Background: an optimization exercise with open tools, aiming at small area, a short achievable clock period and few clock cycles per item. Do not read the settings as production practice.
Where RTL was checked, it was by simulation tests only, not by an equivalence proof against the original.
Power figures rest on the tool's default switching activity, not on a simulated workload.

## nn_accel
module nn_accel (
    input  logic         clk_i,
    input  logic         rst_i,
    input  logic         cmd_strobe_i,
    input  logic [31:0]  cmd_addr_i,
    output logic         mem_req_strobe_o,
    output logic         mem_req_rw_o,
    output logic [31:0]  mem_req_addr_o,
    output logic [31:0]  mem_req_wdata_o,
    input  logic         mem_rsp_ready_i,
    input  logic [127:0] mem_rsp_line_i,
    output logic         done_o,
    output logic [31:0]  class_o
);
==> flow/config.mk <==
export PLATFORM = sky130hd
export DESIGN_NAME = nn_accel
export DESIGN_NICKNAME = nn_accel
export VERILOG_FILES = /design/flow/design.v
export SDC_FILE = /design/flow/constraint.sdc
export NUM_CORES = 4
export LEC_CHECK = 0
export CAP_MARGIN = 20
export CORE_MARGIN = 2
export CORE_UTILIZATION = 55
export SLEW_MARGIN = 20
==> flow/constraint.sdc <==
create_clock -name core_clock -period 12.0 [get_ports {clk_i}]
set_input_delay 2.4000 -clock core_clock [delete_from_list [all_inputs] [get_ports {clk_i}]]
set_output_delay 2.4000 -clock core_clock [all_outputs]
set_load 0.01 [all_outputs]
standard.sh (not shown) runs the stock make flow with config.mk's settings and CLKGATE_MAP_FILE= SYNTH_SCRIPT=/design/flow/synth_recipe.tcl, a recipe that flattens the netlist after the stock synthesis.
==> flow/flow/run.sh <==
#!/bin/bash
set -euo pipefail
export SETUP_SLACK_MARGIN=8
export BUFFER_PORTS_ARGS="-buffer_cell sky130_fd_sc_hd__buf_4"
export CTS_ARGS="-sink_clustering_enable -repair_clock_nets -dont_use_dummy_load"
bash standard.sh > standard_flow.log 2>&1
Testbench counts at the start, summed over its fixed seeds: cycles 91,273, inferences 48.
Next try:
--- a/flow/design.v
+++ b/flow/design.v
@@ -2722,34 +2722,37 @@
     logic [6:0]    rem_c;
     logic [3:0]    gnew_c;
     logic [MW-1:0] meta_c;
     logic          c_ok_q, c_hf_q, c_hb_q, c_inok_q, c_lstep_q;
     logic [1:0]    c_tlo_q, c_thi_q;
     logic [2:0]    c_base_q;
     logic          c_upd_g, c_upd_s, c_upd_r;
-    function automatic logic [13:0] cand_eval(input logic signed [7:0] b, input logic [1:0] d,
-                                              input logic [6:0] n, input logic wpar);
+    function automatic logic [13:0] cand_eval(input logic signed [7:0] b, input logic signed [8:0] nb,
+                                              input logic [1:0] d, input logic wpar);
         logic signed [8:0] s, ns;
         logic ok, hf, hb, inok, lstep;
         logic [1:0] tlo, thi;
         s     = 9'(b) - 9'(d);
-        ns    = $signed({2'b00, n}) - s;
+        ns    = nb + 9'(d);                  
         ok    = (s >= -9'sd3) && (ns >= 9'sd0);
         hf    = (s <= 9'sd0);
         hb    = (ns <= 9'sd3);
         tlo   = hf ? 2'(-s) : 2'd0;
         thi   = hb ? ns[1:0] : 2'd3;
-        inok  = b < $signed({1'b0, n});
-        lstep = b + 8'sd1 > $signed({1'b0, n});
+        inok  = nb > 9'sd0;                  
+        lstep = nb <= 9'sd0;                 
         cand_eval = {ok, hf, hb, tlo, thi, 3'({wpar, 2'b00} - {1'b0, d}), inok, lstep};
     endfunction
+    logic signed [8:0] nb_q;                 
+    logic signed [8:0] nb_g;
     logic [13:0] ce_g, ce_s, ce_r;
-    assign ce_g = cand_eval(-$signed({6'd0, p_q[1:0]}), r0_q[1:0] - p_q[1:0], n_q, 1'b0);
-    assign ce_s = cand_eval(b_q + 8'sd4, arow0_q[1:0], n_q, !wpar_q);
-    assign ce_r = cand_eval(b_q, a_q[1:0] + n_q[1:0] + 2'd1, n_q, wpar_q);
+    assign nb_g = $signed({2'b00, n_q}) + $signed({7'd0, p_q[1:0]});
+    assign ce_g = cand_eval(-$signed({6'd0, p_q[1:0]}), nb_g, r0_q[1:0] - p_q[1:0], 1'b0);
+    assign ce_s = cand_eval(b_q + 8'sd4, nb_q - 9'sd4, arow0_q[1:0], !wpar_q);
+    assign ce_r = cand_eval(b_q, nb_q, a_q[1:0] + n_q[1:0] + 2'd1, wpar_q);
     assign c_upd_g = ginit_go;
     assign c_upd_s = f_adv && !item_in_q && step_end;
     assign c_upd_r = f_adv && !item_in_q && !step_end;
     always_ff @(posedge clk_i) begin
         if (c_upd_g || c_upd_s || c_upd_r) begin
             {c_ok_q, c_hf_q, c_hb_q, c_tlo_q, c_thi_q, c_base_q, c_inok_q, c_lstep_q} <=
                 c_upd_g ? ce_g : (c_upd_s ? ce_s : ce_r);
@@ -2889,28 +2892,30 @@
                 if (j0_q == 7'd0) begin
                     wa_q <= p_q + 30'(n_q);
                     wj_q <= 7'd0;
                 end
                 g_q          <= gnew_c;
                 gsz_q[fgp_q] <= gnew_c;
                 b_q          <= -$signed({6'd0, p_q[1:0]});
+                nb_q         <= nb_g;
                 wpar_q       <= 1'b0;
                 fst_q        <= 1'b1;
                 arow0_q      <= r0_q - 30'(p_q[1:0]);
                 a_q          <= r0_q - 30'(p_q[1:0]);
                 k_q          <= '0;
                 item_in_q    <= 1'b1;
             end
             F_STEP: if (f_adv) begin
                 if (item_in_q) begin
                     item_in_q <= 1'b0;
                 end else begin
                     if (fst_q) r0_q <= r0_q + 30'(n_q) + 30'd1;
                     if (step_end) begin
                         b_q       <= b_q + 8'sd4;
+                        nb_q      <= nb_q - 9'sd4;
                         wpar_q    <= !wpar_q;
                         fst_q     <= 1'b0;
                         arow0_q   <= arow0_q + 30'd4;
                         a_q       <= arow0_q + 30'd4;
                         k_q       <= '0;
                         item_in_q <= 1'b1;
                         if (c_lstep_q) j0_q <= j0_q + 7'(g_q);
What happened:
- The changed run completed without violations
- register-to-register slack improved by 0.14 ns
- power is higher by a little under a tenth
- final cell count is lower slightly
- routed wire length is lower slightly
- cell area is lower slightly
- area after synthesis is lower slightly
- global-route usage is lower by 0.57 points
- clock-buffer cell count is higher by 1
Only the layout flow was run in the second run of this note; the RTL was not checked for function there.

-- re-timing with driven ports --
How much do the figures lean on ideal ports? The routed layouts below were timed once more, with nothing changed but the port constraints.
Step 1: set_driving_cell puts a clkbuf_16 on clk_i and a buf_2 on each other input, an assumption about the parent block.
Step 2 adds t to the input delays and takes it off the output delays; t is the mean of the earliest and latest rising clock arrival at the registers after step 1. Input paths then give back, and output paths get back, about the clock's delay inside the block.
Three values: no drivers, after step 1, after step 2; two values: the first two.
run	shift t [ns]	setup slack, ns	worst data-port slew with drivers (ns)
the first run	0.858	7.859 / 7.859 / 7.859	0.25
the second run	0.871	7.999 / 7.981 / 7.514	0.19
After both steps setup and hold are still met in every run listed. For the second run, which loses most, drivers alone change the setup slack by -0.018 ns; drivers and shift together by -0.485 ns.
